Context: an optimization exercise on an open-source flow, tuned for small area, a short achievable clock period and few clock cycles per item. The choices shown serve that exercise and are no tape-out recipe.
At most, simulation tests tie the RTL to the original design; equivalence was not proved.
Power and IR drop assume default switching activity.

## JK
## strided_index_generator_top
module strided_index_generator_top (
  input  logic                            clk,
  input  logic                            rst_n,
  input  logic                            cfg_we,
  input  logic [sig_pkg::CFG_IDX_W-1:0]   cfg_index,
  input  logic [sig_pkg::CFG_W-1:0]       cfg_wdata,
  input  logic                            in_valid,
  output logic                            in_stall,
  input  logic                            in_restart,
  output logic                            out_valid,
  input  logic                            out_stall,
  output logic [sig_pkg::LIN_W-1:0]       out_linear_index,
  output logic [sig_pkg::OFF_W-1:0]       out_source_offset,
  output logic                            out_last
);
Size in the first run: roughly 3000 cells after synthesis, about 650 flip-flops, ~160 I/O pins, about 31000 µm² of cells after synthesis.
clock: 8.0 ns
lec_check: 0
abc_clock_period_in_ps: 3000
cap_margin: 20
core_margin: 2
core_utilization: 60
cts_cluster_diameter: 80
cts_cluster_size: 25
setup_slack_margin: 5.0
slew_margin: 20
standard.sh (not shown) runs the stock make flow with config.mk's settings and CLKGATE_MAP_FILE= SYNTH_SCRIPT=/design/flow/synth_recipe.tcl, a recipe that flattens the netlist after the stock synthesis.
==> flow/flow/run.sh <==
#!/bin/bash
export BUFFER_PORTS_ARGS="-buffer_cell sky130_fd_sc_hd__buf_1"
bash standard.sh MATCH_CELL_FOOTPRINT=0 finish > standard.log 2>&1
Testbench counts of JK, summed over its fixed seeds: cycles 69,002, items 65,802.
--- input diff JK..MS ---
==> flow/flow/run.sh <==
#!/bin/bash
export BUFFER_PORTS_ARGS="-buffer_cell sky130_fd_sc_hd__buf_2"
bash standard.sh MATCH_CELL_FOOTPRINT=0 finish > standard.log 2>&1
Notes after the runs:
- Against JK, routed wire length in MS fell slightly.
- MS — first-iteration DRC count 166 lower, JK as reference
- Total number of vias delta for MS relative to JK: 173 lower
- Share of cell area taken by flip-flops and latches: MS vs JK — no meaningful difference
- met4 as the highest routing layer actually used was reported by JK, and met5 by MS.
- Going from JK to MS, the smallest setup slack after layout was found to have gone down by 0.019 ns.
[inputs] AL vs MS
Settings: CORE_UTILIZATION changed from 60 to 70.
==> results.txt <==
AL closes out successfully: all stages finished, all timing, DRC and antenna checks passed. AL: layout overhead on the synthesized area is 1.5 points lower than what MS reported. Taking MS as the reference point, the combinational share of power of AL rises by 0.3 points. MS -> AL: area of the die decreased by more than 10%. AL has sequential cell fraction of total power above what MS had. In the reports for MS and AL, the smaller worst setup slack for register-to-register paths belongs to AL. The higher clock-cell share of area of MS and AL is in MS. Layout buffer count excluding clock buffers (higher): MS. NOTE placement-stage cell area MS->AL decreased slightly. Relative to MS, switching power of the nets decreased by about 0.6% in AL.

--- another note on this design; it stands on its own ---

==> try-raven <==
// strided_index_generator_top
module strided_index_generator_top (
  input  logic                            clk,
  input  logic                            rst_n,
  input  logic                            cfg_we,
  input  logic [sig_pkg::CFG_IDX_W-1:0]   cfg_index,
  input  logic [sig_pkg::CFG_W-1:0]       cfg_wdata,
  input  logic                            in_valid,
  output logic                            in_stall,
  input  logic                            in_restart,
  output logic                            out_valid,
  input  logic                            out_stall,
  output logic [sig_pkg::LIN_W-1:0]       out_linear_index,
  output logic [sig_pkg::OFF_W-1:0]       out_source_offset,
  output logic                            out_last
);
Settings: LEC_CHECK=0, ABC_CLOCK_PERIOD_IN_PS=3000, CAP_MARGIN=20, CORE_MARGIN=2, CORE_UTILIZATION=40, SETUP_SLACK_MARGIN=4.5, SLEW_MARGIN=20; clock period 8.0 ns.
run.sh (not shown) runs the stock make flow with config.mk's settings and CLKGATE_MAP_FILE= SYNTH_SCRIPT=/design/flow/synth_recipe.tcl, a recipe that flattens the netlist after the stock synthesis.
==> try-cedar (differences from try-raven) <==
SETUP_SLACK_MARGIN = 5.0   (was 4.5)
==> results.txt <==
Post-Route M1 WL=~56000 um; logic gate share of total power=between 40 and 50%; Non-clk bufs=~600; outcome=timing/DRC/antenna clean; Register Area=17030 um^2; postcts setup bufs=250; Inverters=59; WHS=0.4955 ns; fin cells=approximately 5300; switching portion of total power=~40%; r2r setup slk=roughly 4.4 ns; VDD IR max=about 0.00020 V; multi-input logic area=about 21000 um^2; Final GP Congestion=0.8867; met1 Resource Use GR=40.31%; nets=roughly 4200; P per Cell Area=332.1 nW/um^2; Worst-Skew Late Latency=0.65 ns; first-pass GRT wire length=approximately 210000 um; worst stage delay on the critical path=~0.47 ns; comb pwr=just over 7 mW; total CTS buffers=76
That was try-cedar.
==> results.txt <==
outcome=timing/DRC/antenna clean; comb pwr=6.22 mW; r2r setup slk=~4.2 ns; Register Area=between 15000 and 20000 um^2; VDD IR max=between 0.00015 and 0.0002 V; Final GP Congestion=0.9285; met1 Resource Use GR=between 30% and 40%; postcts setup bufs=about 120; worst stage delay on the critical path=0.61 ns; Post-Route M1 WL=53330 um; first-pass GRT wire length=193400 um; nets=4003; total CTS buffers=75; switching portion of total power=38.34%; multi-input logic area=a little under 20000 um^2
That was try-raven.
No functional check of the RTL was part of any run of this note.

==> static timing again, ports no longer ideal <==
In the flow no input, the clock included, has a driving cell. The finished layouts below were timed again as built, in two steps. Step 1 assumes that a clkbuf_16 drives the clock port and a buf_2 every other input. Step 2 times the ports against the registers' clock, not the clock port: input delays grow and output delays shrink by t, the midpoint of the rising clock arrivals with the driver on. Slacks: no drivers / after step 1 / after step 2; pairs: no drivers / after step 1.
run | shift t [ns] | slack for setup (ns) | latest minus earliest clock arrival (ns)
JK | 0.653 | 5.019 / 4.986 / 4.425 | 0.030 / 0.031
MS | 0.651 | 4.999 / 5.000 / 4.349 | 0.042 / 0.043
AL | 0.645 | 4.905 / 4.925 / 4.279 | 0.033 / 0.033
try-raven | 0.710 | 4.224 / 4.224 / 3.626 | 0.034 / 0.034
try-cedar | 0.691 | 4.357 / 4.357 / 3.747 | 0.050 / 0.050
After both steps every run listed still meets setup and hold. The setup slack of MS, which loses most, moves by +0.001 ns with the drivers and by -0.650 ns with both steps.
